This design comes from an exercise in tuning for small area, a short achievable clock period and few clock cycles per item on the open sky130 flow, not from production work. In this exercise RTL edits were held to simulation tests only and were not proved equivalent to the original.

==> amber <==
Design key_occurrence_counter_top, start of the top module:
module key_occurrence_counter_top #(
   parameter int TABLE_DEPTH = koc_pkg::TABLE_DEPTH_DEFAULT
) (
   input  logic                          clock,
   input  logic                          reset,
   input  logic                          req_valid,
   output logic                          req_stall,
   input  logic                          req_mode,
   input  logic [koc_pkg::KEY_W-1:0]     req_key,
   input  logic [koc_pkg::KEY_W-1:0]     req_group_code,
   output logic                          rsp_valid,
   input  logic                          rsp_stall,
   output logic [koc_pkg::COUNT_W-1:0]   rsp_occurrence,
   output logic                          rsp_first_seen,
   output logic                          rsp_overflow,
   output logic [koc_pkg::CODE_W-1:0]    rsp_combined_code,
   output logic [koc_pkg::KEY_W-1:0]     rsp_entry_key,
   output logic                          rsp_entry_valid,
   output logic                          rsp_last
);
clock: 10.0 ns
lec_check: 0
cap_margin: 20
core_margin: 2
core_utilization: 50
cts_cluster_diameter: 100
cts_cluster_size: 20
setup_slack_margin: 5
slew_margin: 20
standard.sh (not shown) runs the stock make flow with config.mk's settings and CLKGATE_MAP_FILE= SYNTH_SCRIPT=/design/flow/synth_recipe.tcl, a recipe that flattens the netlist after the stock synthesis.
==> flow/flow/run.sh <==
#!/bin/bash
set -euo pipefail
bash standard.sh SETUP_SLACK_MARGIN=6.3 TNS_END_PERCENT=5 \
   "BUFFER_PORTS_ARGS=-buffer_cell sky130_fd_sc_hd__buf_4" finish > standard.log 2>&1
==> violet: changes against amber <==
--- a/flow/design.v
+++ b/flow/design.v
@@ -13,63 +13,57 @@
    output logic                        req_stall,
    input  logic [koc_pkg::ITEM_W-1:0]  req_item,
    input  logic                        pop,
    output logic                        head_load,
    output logic [koc_pkg::ITEM_W-1:0]  load_item,
    output logic                        head_valid,
    output logic [koc_pkg::ITEM_W-1:0]  head_item
 );
-   logic [koc_pkg::ITEM_W-1:0] slot_ff [2];
-   logic                       wr_ptr_ff, rd_ptr_ff;
+   logic [koc_pkg::ITEM_W-1:0] slot0_ff, slot1_ff;
    logic [1:0]                 count_ff, count_in;
    logic                       full_ff;
    logic                       head_v_ff;
    logic [koc_pkg::ITEM_W-1:0] head_ff;
    logic                       push;
    logic                       take;
    assign push       = req_valid && !full_ff;
    assign head_load  = !head_v_ff || pop;
    assign take       = head_load && (count_ff != 2'd0);
-   assign load_item  = slot_ff[rd_ptr_ff];
+   assign load_item  = slot0_ff;
    assign req_stall  = full_ff;
    assign head_valid = head_v_ff;
    assign head_item  = head_ff;
    always_comb begin
       count_in = count_ff;
       if (push && !take) begin
          count_in = count_ff + 1'b1;
       end else if (take && !push) begin
          count_in = count_ff - 1'b1;
       end
    end
    always_ff @(posedge clock) begin
       if (reset) begin
-         wr_ptr_ff <= 1'b0;
-         rd_ptr_ff <= 1'b0;
          count_ff  <= 2'd0;
          full_ff   <= 1'b0;
          head_v_ff <= 1'b0;
       end else begin
-         if (push) begin
-            wr_ptr_ff <= !wr_ptr_ff;
-         end
-         if (take) begin
-            rd_ptr_ff <= !rd_ptr_ff;
-         end
          count_ff <= count_in;
          full_ff  <= (count_in == 2'd2);
          if (head_load) begin
             head_v_ff <= take;
          end
       end
    end
    always_ff @(posedge clock) begin
-      if (push) begin
-         slot_ff[wr_ptr_ff] <= req_item;
+      if (take || (count_ff == 2'd0)) begin
+         slot0_ff <= full_ff ? slot1_ff : req_item;
+      end
+      if (!full_ff) begin
+         slot1_ff <= req_item;
       end
       if (head_load) begin
          head_ff <= load_item;
       end
    end
 endmodule
 module koc_front (
    input  logic [koc_pkg::KEY_W-1:0]  group_code,
@@ -104,16 +98,17 @@
 );
    localparam int IDX_W = (TABLE_DEPTH > 1) ? $clog2(TABLE_DEPTH) : 1;
    localparam int CNT_W = $clog2(TABLE_DEPTH + 1);
    logic [koc_pkg::KEY_W-1:0]   key_ff   [TABLE_DEPTH];
    logic [koc_pkg::COUNT_W-1:0] count_ff [TABLE_DEPTH];
    logic [CNT_W-1:0]            used_ff;
    logic [IDX_W-1:0]            idx_ff, idx_in;
    logic                        hit_ff, hit_in;
+   logic                        app_ff;
    logic                        ex_valid_ff;
    logic                        ex_mode_ff;
    logic                        ex_hit_ff;
    logic                        ex_room_ff;
    logic                        ex_last_ff;
    logic                        ex_empty_ff;
    logic [IDX_W-1:0]            ex_idx_ff;
    logic [koc_pkg::COUNT_W-1:0] ex_count_ff;
@@ -149,18 +144,18 @@
    assign is_dump   = head_valid && head_mode;
    assign go_count  = is_count && ex_free;
    assign go_dump   = is_dump && ex_free;
    assign go        = go_count || go_dump;
    assign room      = !used_ff[CNT_W-1];
    assign empty     = (used_ff == '0);
    assign dump_last = empty || ((CNT_W'(idx_ff) + 1'b1) == used_ff);
    assign pop       = go_count || (go_dump && dump_last);
-   assign append    = go_count && !hit_ff && room;
-   assign fwd = is_count && !hit_ff && room && (load_key == head_key);
+   assign append    = is_count && !hit_ff && !app_ff && room;
+   assign fwd = append && (load_key == head_key);
    always_comb begin
       for (int i = 0; i < TABLE_DEPTH; i++) begin
          match_in[i] = (CNT_W'(i) < used_ff) && (key_ff[i] == load_key);
       end
    end
    always_comb begin
       idx_in = '0;
       for (int i = 0; i < TABLE_DEPTH; i++) begin
@@ -175,25 +170,29 @@
          idx_in = '0;
          hit_in = 1'b0;
       end
    end
    always_ff @(posedge clock) begin
       if (head_load) begin
          idx_ff <= idx_in;
          hit_ff <= hit_in;
+         app_ff <= 1'b0;
       end else if (go_dump) begin
          idx_ff <= idx_ff + 1'b1;
+      end else if (append) begin
+         idx_ff <= used_ff[IDX_W-1:0];
+         app_ff <= 1'b1;
       end
    end
    koc_front u_front (
       .group_code (head_group),
       .scaled     (head_scaled)
    );
-   assign rd_idx   = (is_count && !hit_ff) ? used_ff[IDX_W-1:0] : idx_ff;
+   assign rd_idx   = (is_count && !hit_ff && !app_ff) ? used_ff[IDX_W-1:0] : idx_ff;
    assign count_rd = count_ff[idx_ff];
    assign key_rd   = key_ff[idx_ff];
    always_ff @(posedge clock) begin
       if (append) begin
          key_ff[used_ff[IDX_W-1:0]] <= head_key;
       end
    end
    always_ff @(posedge clock) begin
@@ -208,28 +207,28 @@
             ex_valid_ff <= go;
          end
       end
    end
    always_ff @(posedge clock) begin
       if (go) begin
          ex_mode_ff  <= head_mode;
          ex_hit_ff   <= hit_ff;
-         ex_room_ff  <= room;
+         ex_room_ff  <= room || app_ff;
          ex_last_ff  <= dump_last;
          ex_empty_ff <= empty;
          ex_idx_ff   <= rd_idx;
          ex_count_ff <= count_rd;
          ex_fwd_ff   <= ex_write && (rd_idx == ex_idx_ff);
          ex_key_ff   <= is_dump ? key_rd : head_key;
          ex_scaled_ff <= head_scaled;
       end
    end
    assign ex_go     = ex_valid_ff && out_free;
-   assign ex_write  = ex_go && !ex_mode_ff && (ex_hit_ff || ex_room_ff);
+   assign ex_write  = ex_valid_ff && !ex_mode_ff && (ex_hit_ff || ex_room_ff);
    assign ex_count  = ex_fwd_ff ? rsp_occurrence : ex_count_ff;
    assign count_inc = (ex_count == koc_pkg::COUNT_MAX) ? ex_count : ex_count + 1'b1;
    assign count_wr  = ex_hit_ff ? count_inc : koc_pkg::COUNT_W'(1);
    always_ff @(posedge clock) begin
       if (ex_write) begin
          count_ff[ex_idx_ff] <= count_wr;
       end
    end
==> flow/flow/run.sh (replaced) <==
#!/bin/bash
# Standard ORFS layout (the standard.sh, with its standard synthesis), with
# these changes to how the layout is made:
# - every port is still given a buffer, but a plain buf_4 rather than the
#   delay cell buffer_ports picks by default;
# - the resizer may swap a gate for a larger size of a different width
#   (sky130hd's config only lets it swap cells of the same footprint).
set -euo pipefail
bash standard.sh SETUP_SLACK_MARGIN=6.4 TNS_END_PERCENT=5 MATCH_CELL_FOOTPRINT=0 \
   "BUFFER_PORTS_ARGS=-buffer_cell sky130_fd_sc_hd__buf_4" finish > standard.log 2>&1
==> willow: changes against amber <==
--- a/flow/design.v
+++ b/flow/design.v
@@ -13,63 +13,57 @@
    output logic                        req_stall,
    input  logic [koc_pkg::ITEM_W-1:0]  req_item,
    input  logic                        pop,
    output logic                        head_load,
    output logic [koc_pkg::ITEM_W-1:0]  load_item,
    output logic                        head_valid,
    output logic [koc_pkg::ITEM_W-1:0]  head_item
 );
-   logic [koc_pkg::ITEM_W-1:0] slot_ff [2];
-   logic                       wr_ptr_ff, rd_ptr_ff;
+   logic [koc_pkg::ITEM_W-1:0] slot0_ff, slot1_ff;
    logic [1:0]                 count_ff, count_in;
    logic                       full_ff;
    logic                       head_v_ff;
    logic [koc_pkg::ITEM_W-1:0] head_ff;
    logic                       push;
    logic                       take;
    assign push       = req_valid && !full_ff;
    assign head_load  = !head_v_ff || pop;
    assign take       = head_load && (count_ff != 2'd0);
-   assign load_item  = slot_ff[rd_ptr_ff];
+   assign load_item  = slot0_ff;
    assign req_stall  = full_ff;
    assign head_valid = head_v_ff;
    assign head_item  = head_ff;
    always_comb begin
       count_in = count_ff;
       if (push && !take) begin
          count_in = count_ff + 1'b1;
       end else if (take && !push) begin
          count_in = count_ff - 1'b1;
       end
    end
    always_ff @(posedge clock) begin
       if (reset) begin
-         wr_ptr_ff <= 1'b0;
-         rd_ptr_ff <= 1'b0;
          count_ff  <= 2'd0;
          full_ff   <= 1'b0;
          head_v_ff <= 1'b0;
       end else begin
-         if (push) begin
-            wr_ptr_ff <= !wr_ptr_ff;
-         end
-         if (take) begin
-            rd_ptr_ff <= !rd_ptr_ff;
-         end
          count_ff <= count_in;
          full_ff  <= (count_in == 2'd2);
          if (head_load) begin
             head_v_ff <= take;
          end
       end
    end
    always_ff @(posedge clock) begin
-      if (push) begin
-         slot_ff[wr_ptr_ff] <= req_item;
+      if (take || (count_ff == 2'd0)) begin
+         slot0_ff <= full_ff ? slot1_ff : req_item;
+      end
+      if (!full_ff) begin
+         slot1_ff <= req_item;
       end
       if (head_load) begin
          head_ff <= load_item;
       end
    end
 endmodule
 module koc_front (
    input  logic [koc_pkg::KEY_W-1:0]  group_code,
@@ -104,25 +98,27 @@
 );
    localparam int IDX_W = (TABLE_DEPTH > 1) ? $clog2(TABLE_DEPTH) : 1;
    localparam int CNT_W = $clog2(TABLE_DEPTH + 1);
    logic [koc_pkg::KEY_W-1:0]   key_ff   [TABLE_DEPTH];
    logic [koc_pkg::COUNT_W-1:0] count_ff [TABLE_DEPTH];
    logic [CNT_W-1:0]            used_ff;
    logic [IDX_W-1:0]            idx_ff, idx_in;
    logic                        hit_ff, hit_in;
+   logic                        app_ff;
    logic                        ex_valid_ff;
    logic                        ex_mode_ff;
    logic                        ex_hit_ff;
    logic                        ex_room_ff;
    logic                        ex_last_ff;
    logic                        ex_empty_ff;
    logic [IDX_W-1:0]            ex_idx_ff;
    logic [koc_pkg::COUNT_W-1:0] ex_count_ff;
    logic                        ex_fwd_ff;
+   logic [TABLE_DEPTH-1:0]      ex_wsel_ff;
    logic [koc_pkg::KEY_W-1:0]   ex_key_ff;
    logic [koc_pkg::CODE_W-1:0]  ex_scaled_ff;
    logic                        out_free;
    logic                        ex_free;
    logic                        go_count;
    logic                        go_dump;
    logic                        go;
    logic                        is_count;
@@ -149,18 +145,18 @@
    assign is_dump   = head_valid && head_mode;
    assign go_count  = is_count && ex_free;
    assign go_dump   = is_dump && ex_free;
    assign go        = go_count || go_dump;
    assign room      = !used_ff[CNT_W-1];
    assign empty     = (used_ff == '0);
    assign dump_last = empty || ((CNT_W'(idx_ff) + 1'b1) == used_ff);
    assign pop       = go_count || (go_dump && dump_last);
-   assign append    = go_count && !hit_ff && room;
-   assign fwd = is_count && !hit_ff && room && (load_key == head_key);
+   assign append    = is_count && !hit_ff && !app_ff && room;
+   assign fwd = append && (load_key == head_key);
    always_comb begin
       for (int i = 0; i < TABLE_DEPTH; i++) begin
          match_in[i] = (CNT_W'(i) < used_ff) && (key_ff[i] == load_key);
       end
    end
    always_comb begin
       idx_in = '0;
       for (int i = 0; i < TABLE_DEPTH; i++) begin
@@ -175,67 +171,78 @@
          idx_in = '0;
          hit_in = 1'b0;
       end
    end
    always_ff @(posedge clock) begin
       if (head_load) begin
          idx_ff <= idx_in;
          hit_ff <= hit_in;
+         app_ff <= 1'b0;
       end else if (go_dump) begin
          idx_ff <= idx_ff + 1'b1;
+      end else if (append) begin
+         idx_ff <= used_ff[IDX_W-1:0];
+         app_ff <= 1'b1;
       end
    end
    koc_front u_front (
       .group_code (head_group),
       .scaled     (head_scaled)
    );
-   assign rd_idx   = (is_count && !hit_ff) ? used_ff[IDX_W-1:0] : idx_ff;
+   assign rd_idx   = (is_count && !hit_ff && !app_ff) ? used_ff[IDX_W-1:0] : idx_ff;
    assign count_rd = count_ff[idx_ff];
    assign key_rd   = key_ff[idx_ff];
    always_ff @(posedge clock) begin
       if (append) begin
          key_ff[used_ff[IDX_W-1:0]] <= head_key;
       end
    end
    always_ff @(posedge clock) begin
       if (reset) begin
          used_ff     <= '0;
          ex_valid_ff <= 1'b0;
+         ex_wsel_ff  <= '0;
       end else begin
          if (append) begin
             used_ff <= used_ff + 1'b1;
          end
          if (ex_free) begin
             ex_valid_ff <= go;
+            for (int i = 0; i < TABLE_DEPTH; i++) begin
+               ex_wsel_ff[i] <= go_count && (hit_ff || app_ff || room)
+                                && (rd_idx == IDX_W'(i));
+            end
          end
       end
    end
    always_ff @(posedge clock) begin
       if (go) begin
          ex_mode_ff  <= head_mode;
          ex_hit_ff   <= hit_ff;
-         ex_room_ff  <= room;
+         ex_room_ff  <= room || app_ff;
          ex_last_ff  <= dump_last;
          ex_empty_ff <= empty;
          ex_idx_ff   <= rd_idx;
          ex_count_ff <= count_rd;
          ex_fwd_ff   <= ex_write && (rd_idx == ex_idx_ff);
          ex_key_ff   <= is_dump ? key_rd : head_key;
          ex_scaled_ff <= head_scaled;
       end
    end
    assign ex_go     = ex_valid_ff && out_free;
-   assign ex_write  = ex_go && !ex_mode_ff && (ex_hit_ff || ex_room_ff);
+   assign ex_write  = ex_valid_ff && !ex_mode_ff && (ex_hit_ff || ex_room_ff);
    assign ex_count  = ex_fwd_ff ? rsp_occurrence : ex_count_ff;
    assign count_inc = (ex_count == koc_pkg::COUNT_MAX) ? ex_count : ex_count + 1'b1;
    assign count_wr  = ex_hit_ff ? count_inc : koc_pkg::COUNT_W'(1);
    always_ff @(posedge clock) begin
-      if (ex_write) begin
-         count_ff[ex_idx_ff] <= count_wr;
+      for (int i = 0; i < TABLE_DEPTH; i++) begin
+         if (ex_wsel_ff[i]) begin
+            count_ff[i] <= count_wr;
+         end
       end
    end
    assign ex_code = ex_scaled_ff + koc_pkg::CODE_W'(ex_key_ff);
    always_ff @(posedge clock) begin
       if (reset) begin
          rsp_valid <= 1'b0;
       end else begin
          rsp_valid <= ex_go || (rsp_valid && rsp_stall);
==> flow/flow/run.sh (replaced) <==
#!/bin/bash
# Standard ORFS layout (the standard.sh, with its standard synthesis), with
# these changes to how the layout is made:
# - every port is still given a buffer, but a plain buf_4 rather than the
#   delay cell buffer_ports picks by default;
# - the resizer may swap a gate for a larger size of a different width
#   (sky130hd's config only lets it swap cells of the same footprint).
set -euo pipefail
bash standard.sh SETUP_SLACK_MARGIN=6.4 TNS_END_PERCENT=5 MATCH_CELL_FOOTPRINT=0 \
   "BUFFER_PORTS_ARGS=-buffer_cell sky130_fd_sc_hd__buf_4" finish > standard.log 2>&1
CAP_MARGIN = 50   (was 20)
SLEW_MARGIN = 70   (was 20)
==> impl.org <==
** Synth
- In the synthesized netlist, the cells that appear most often are sky130_fd_sc_hd__edfxtp_1 (2,538), sky130_fd_sc_hd__xor2_1 (1,161), sky130_fd_sc_hd__mux4_2 (744).

** Outcome
- The flow ran to the end and the layout has no timing, DRC or antenna violations.

** Timing
- Final clock period utilization by the worst path :: around 39%

** Final layout
- Relative area change from synthesis to final layout :: 10.5%

** Detailed routing
- In the routed layout, each cell is associated on average with a via count of ~7.1.
Source of the figures above: violet

==> impl.org <==
** Outcome
- The run finished with no timing, DRC or antenna violations.

** Synth
- Synthesis produced a netlist with a net count of 6,695.

** GRT
- Met1 usage :: 46.3%

** Timing
- Of the available clock period, the critical path in the final layout requires roughly 40%.
- Worst Max-Slew Pin Slew :: 1.18 ns

** Detailed routing
- The first routing iteration left 10,600 violations.
- Dividing the detail-routed wire length by the instance count gives 41.3 um.
- Via density :: between 6 and 7

** Final layout
- Relative area change from synthesis to final layout :: 12.8%
- At the end of the flow the core is filled with cells to 56.7%.
Source of the figures above: amber

==> impl.org <==
** Synth
- The commonest cells after synthesis are sky130_fd_sc_hd__edfxtp_1 (2,538), sky130_fd_sc_hd__xor2_1 (880), sky130_fd_sc_hd__xnor2_1 (493).

** Final layout
- Relative area change from synthesis to final layout :: 16.7%
- Of all the cell area in the finished design, non-clock buffers hold 7.44%.

** Outcome
- The run finished with no timing, DRC or antenna violations.

** Timing
- Final clock period utilization by the worst path :: a little under two fifths

** Detailed routing
- Using the TritonRoute via totals, the vias-per-cell ratio works out to ~7.
- Wires add up to 524 mm.
Source of the figures above: willow

Testbench counts of amber, summed over its fixed seeds: cycles 11,050, items 8,000.
Testbench counts of violet, summed over its fixed seeds: cycles 11,050, items 8,000.
Testbench counts of willow, summed over its fixed seeds: cycles 11,050, items 8,000.

[static timing again, ports no longer ideal]
The flow's constraints put no driver on any port. The routed layouts listed below were extracted and timed again, unchanged, in two steps.
Step 1, drivers: a clkbuf_16 drives clock and a buf_2 each remaining input, both assumed.
Step 2 also shifts input and output timing later by t, the mid clock arrival at the registers, as if the neighbouring blocks saw the same clock.
Slacks: ideal / step 1 / step 2; pairs: ideal / step 1.
run | shift t [ns] | setup WS [ns] | latest minus earliest clock arrival (ns) | worst register clock-pin slew, ns | cell pins on the clock port's net
amber | 0.944 | 6.039 / 6.005 / 5.061 | 0.049 / 0.048 | 0.10 / 0.10 | 1
violet | 0.964 | 6.068 / 6.068 / 5.312 | 0.049 / 0.048 | 0.10 / 0.10 | 1
willow | 0.976 | 6.170 / 6.170 / 5.573 | 0.083 / 0.083 | 0.10 / 0.10 | 1
After both steps setup and hold are still met in every run listed. The setup slack of amber, which loses most, moves by -0.034 ns with the drivers and by -0.978 ns with both steps.
